This design comes from an exercise in tuning for small area and a short achievable clock period on the open sky130 flow, not from production work. Function was checked by simulation only, so behaviour that the tests miss may differ from the original. Power figures rest on the tool's default switching activity, not on a simulated workload.

==> flow/design.v (outline; a module is shown in full before it is edited, if it fits) <==
// module pipelined_functional_unit: 1811 lines
module pipelined_functional_unit #(
  parameter int WIDTH = 32,
  parameter int LAT   = 3
) (
  input  logic             CLK,
  input  logic             RST_N,
  input  logic [WIDTH-1:0] A,
  input  logic [WIDTH-1:0] B,
  input  logic [WIDTH-1:0] C,
  input  logic [4:0]       INST,
  input  logic             CI,
  input  logic             IN_VALID,
  output logic             IN_READY,
  output logic             OUT_VALID,
  input  logic             OUT_READY,
  output logic [WIDTH-1:0] Z,
  output logic [3:0]       FLAGS
);
  // ...
==> flow/run.sh <==
#!/bin/bash
# synth_recipe.tcl (not shown) runs the flow's synth.tcl, then flattens the netlist and writes it again
# the make line also repeats each setting of config.mk as NAME=value (left out here)
make -C /OpenROAD-flow-scripts/flow DESIGN_CONFIG=/design/flow/config.mk WORK_HOME=/design/flow/orfs CLKGATE_MAP_FILE= SYNTH_SCRIPT=/design/flow/synth_recipe.tcl finish
==> flow/config.mk <==
export PLATFORM = sky130hd
export DESIGN_NAME = pipelined_functional_unit
export DESIGN_NICKNAME = pipelined_functional_unit
export VERILOG_FILES = /design/flow/design.v
export SDC_FILE = /design/flow/constraint.sdc
export NUM_CORES = 4
export LEC_CHECK = 0
export CAP_MARGIN = 20
export CORE_MARGIN = 2
export CORE_UTILIZATION = 40
export SLEW_MARGIN = 20
==> flow/constraint.sdc <==
create_clock -name core_clock -period 10.0 [get_ports {CLK}]
set_input_delay 2.0000 -clock core_clock [delete_from_list [all_inputs] [get_ports {CLK}]]
set_output_delay 2.0000 -clock core_clock [all_outputs]
set_load 0.01 [all_outputs]
==> run notes, run 1 <==
status finished clean; GPL Wtd Cong 0.928; worst-path maximum fanout 23; Routed WL 102 mm; DRC 0; mux share of post-synthesis cell area 0.00798; Avg Vias per Cell 6.07; top-count cell post-synth a21oi_1; Slew Viols, Final 0; area of the multi-input gates 0.0196 mm^2; Simple-Gate Fraction of Synth Area 0.137; Multi-Input Combinational 2,657; area leader, netlist edfxtp_1; R2R Path Start r1_mb[7]$_DFFE_PN_; gr ovfl total 0; Final WS setup 3780 ps; Cell Area, Synth 0.0286 mm^2; Max power group combinational logic; Die Wd 271 um; final core occ 0.442; die area 0.0735 mm^2; Hold Fails Final Rpt 0; post-cts gate resize count 0; top-area cell type share of the netlist area 0.213; Root Driver clkbuf_16; WHS Path Cells 0; WP data required 10,290 ps; Max Used Layer met5; Setup Buffers After CTS 0; Sw Pwr 6200 uW; clk buf depth 3; fraction of area in multi-input gates 0.630
==> run 2: changes to the inputs <==
--- a/flow/config.mk
+++ b/flow/config.mk
@@ -5,7 +5,9 @@
 export SDC_FILE = /design/flow/constraint.sdc
 export NUM_CORES = 4
 export LEC_CHECK = 0
+export ABC_CLOCK_PERIOD_IN_PS = 4000
 export CAP_MARGIN = 20
 export CORE_MARGIN = 2
 export CORE_UTILIZATION = 40
+export SETUP_SLACK_MARGIN = 5
 export SLEW_MARGIN = 20
==> run notes, run 2 <==
top-area cell type share of the netlist area 0.213 (unchanged); Avg Vias per Cell 6.10 (+0.52%); CP delay by family, top buffers and inverters; synth-to-layout area growth 14.1%; Tightest Pin Transition 1130 ps; Nets 4,030; post-route setup TNS 0 ps; area leader, netlist edfxtp_1; Root Driver clkbuf_16; Simple-Gate Fraction of Synth Area 0.137 (unchanged); normalized max-slew margin 0.228; Global Route Usage Sum 0.275; R2R Path Start r1_mb[21]$_DFFE_PN_; Clock transition at path regs 60 ps; antenna violations before repair 1; worst hold slack 399 ps; worst hold start r1_rsh$_DFFE_PN_; PortBufs 143; number of buffers inserted by hold repair at cts 0; vias in the first global route 24,400; Yosys warnings 1; pwr/cell area 397 mW/mm^2; drt initial violations 3,827; gr ovfl total 0 (unchanged); first-pass iteration count of the detailed router 9; CTS tree yes; Critical Path Start Type input pin; Seq/Total Area, Yosys 0.216; Highest Clock Rate 203 MHz; worst reg2reg setup slack 5100 ps; pre-CTS setup slack 4320 ps; Seq cells post-synth 206; RSZ-0062 raised after global routing yes; Detail Route Antenna Nets 0; critical path class input pin to primary output; Peak VDD IR 525 uV; EDFF count, synth 203; cell chain of the critical path clkdlybuf4s50_1, nand2b_4, buf_2; Synth cell types 78; top-count cell post-synth a21oi_1; worst-path maximum fanout 2 (-91%); Die Wd 271 um (unchanged); WL/cell 24.0 um; largest net degree at the start of global routing 152; status finished clean; vias post-DR 27,600; Slew Viols, Final 0 (unchanged); final instance count without filler cells 4,531; CP max stage cell clkdlybuf4s50_1; Syn Area/Cell 7.93 um^2; insertion delay of the later-clocked pin in the worst-skew pair 570 ps; fraction of layout cells with a size suffix above 1 0.0841; ratio of final minimum period to clock period 0.491; Syn Inst Count 3,602; CP max stage delay 450 ps; Hold Fails Final Rpt 0 (unchanged); min Tclk post-route 4910 ps; largest family of logic cells by synthesized area compound AO/OA/AOI/OAI gates; GPL Wtd Cong 0.956 (+3.0%); Worst EP arrival 2910 ps; Setup crit end kind primary output; Cell Area, Synth 0.0286 mm^2 (unchanged); CTS H-tree depth 1; Pleak 0.0130 uW; share of synthesized registers carrying an async set or reset 0.0146; Sink Count 206; synthesized-area fraction occupied by adder cells 0.235; CTS buffer count 26; final setup vio count 0; most used flip-flop cell after synthesis edfxtp_1; most common cell after layout, fill and taps aside a21oi_1; hpwl dp 75.8 mm; Initial Util 0.406; clk buf depth 3 (unchanged); Worst Skew 36.3 ps; Power Total 12,900 uW; Hold Path Class flop to flop; global-route wire length before repair 156 mm; WHS Path Cells 0 (unchanged); net count after synthesis 4,061; filler instances 6,965; CP Launch Point OUT_READY; IO Pins 144; commonest cells after routing, fill and taps aside a21oi_1, inv_1, nand2_1, nor2_1, fa_1; DRC 0 (unchanged); mux share of post-synthesis cell area 0.00798 (unchanged); R2R Path End r2_y[31]$_DFFE_PN_; post-synthesis compound-gate area fraction 0.264; num rows 97; Worst Path Buf+Inv 2; worst hold endpoint r2_rsh$_DFFE_PN_; WP data required 8000 ps (-2290 ps); synth cell count leaders a21oi_1, inv_1, nand2_1; top cells by area, synth edfxtp_1, fa_1, a21oi_1; die area 0.0735 mm^2 (unchanged); max-cap viol count 0; die height 271 um; Routed WL 109 mm (+6.3%); Post-Synth XOR/XNOR Area 0.0407; core box area 0.0704 mm^2; Final WS setup 5090 ps (+1300 ps); DP Cell Count 4,384; R2R cell count 19
## run 2: cell counts after synthesis
No cell type changed its count.
## run 2: final cells by class
type / instances / area [um^2] / area share
Inverter: 371 / 1440 / 0.0441
Timing Repair Buffer: 309 / 3160 / 0.0971
Sequential cell: 206 / 6170 / 0.189
Clock buffer: 31 / 691 / 0.0212
Multi-Input combinational cell: 2657 / 19800 / 0.607
Tap cell: 940 / 1180 / 0.0361
Antenna cell: 1 / 2.50 / 0.0000768
Clock inverter: 16 / 156 / 0.00480
## run 2: cells by family after synthesis
logic type,after synthesis
fa+ha+maj,412
simple gates,907
compound gates,1186
flops,206
mux,21
xor+xnor,131
buf+inv,739
## run 2: what timing repair did
item	CTS	global route
setup endpoints to repair	26	15
pin swaps	0	14
cloned	0	13
setup buffers	25	61
resized for setup	38	117
## run 2: through the flow
stage                      util  area (um^2)
final                     0.463        32600
after global routing      0.463        32600
after CTS                 0.447        31500
after detailed placement  0.431        30300
after global placement    0.430        30300
after floorplan               -        28600
## run 2: worst max-delay path by stage
stage,end,slack [ps],depth (start not counted)
5_1_grt,r2_y[31]$_DFFE_PN_,4940,19
4_1_cts,r2_y[31]$_DFFE_PN_,4890,22
3_3_place_gp,r2_y[31]$_DFFE_PN_,4360,19
6_report,IN_READY,5090,3
3_5_place_dp,r2_y[31]$_DFFE_PN_,4320,19
2_1_floorplan,IN_READY,4520,1
## run 2: routing by layer
layer	vias to the layer above	GRT usage	wire (um)
met4	0	0.119	6580
met3	339	0.0420	11400
met5	-	0	0
met1	13100	0.380	43500
li1	12500	-	-
met2	1624	0.429	47400
## run 2: power by group
part | internal [uW] | switching [uW] | leakage (uW)
registers | 2000 | 196 | 0.00210
logic | 4080 | 5720 | 0.0105
clock network | 567 | 372 | 0.000408
total | 6640 | 6290 | 0.0130
## run 2: worst register-to-register path: stages, from the launching register on
cell and delay (ps):
edfxtp_1 370, buf_6 200, xor2_2 270, and2_2 300
a221oi_2 350, ha_1 370, fa_1 510, inv_1 50
fa_1 470, inv_2 90, fa_2 200, inv_2 40
fa_2 390, xnor2_2 170, xnor2_1 150, xnor2_1 160
xnor2_1 150, xnor2_1 160, xnor2_1 160, xnor2_1 80

==> re-timing with driven ports <==
The flow's constraints put no driver on any port. The routed layouts listed below were extracted and timed again, unchanged, in two steps.
Step 1 sets driving cells, clkbuf_16 on the clock port and buf_2 on the other inputs (assumed; they add their load-dependent delay and slew).
Step 2 also shifts input and output timing later by t, the mid clock arrival at the registers, as if the neighbouring blocks saw the same clock.
Three values: no drivers, after step 1, after step 2; two values: the first two.
| run | t, ns | slack for setup (ns) | worst setup path after step 2 | worst register clock-pin slew, ns | worst slew at a driven data input, ns |
|---|---|---|---|---|---|
| run 1 | 0.615 | 3.782 / 3.782 / 3.782 | register to register | 0.07 / 0.07 | 0.05 |
| run 2 | 0.610 | 5.085 / 5.059 / 4.596 | input to register | 0.06 / 0.06 | 0.04 |
After both steps every run listed still meets setup and hold. For run 2, which loses most, drivers alone change the setup slack by -0.026 ns; drivers and shift together by -0.489 ns.
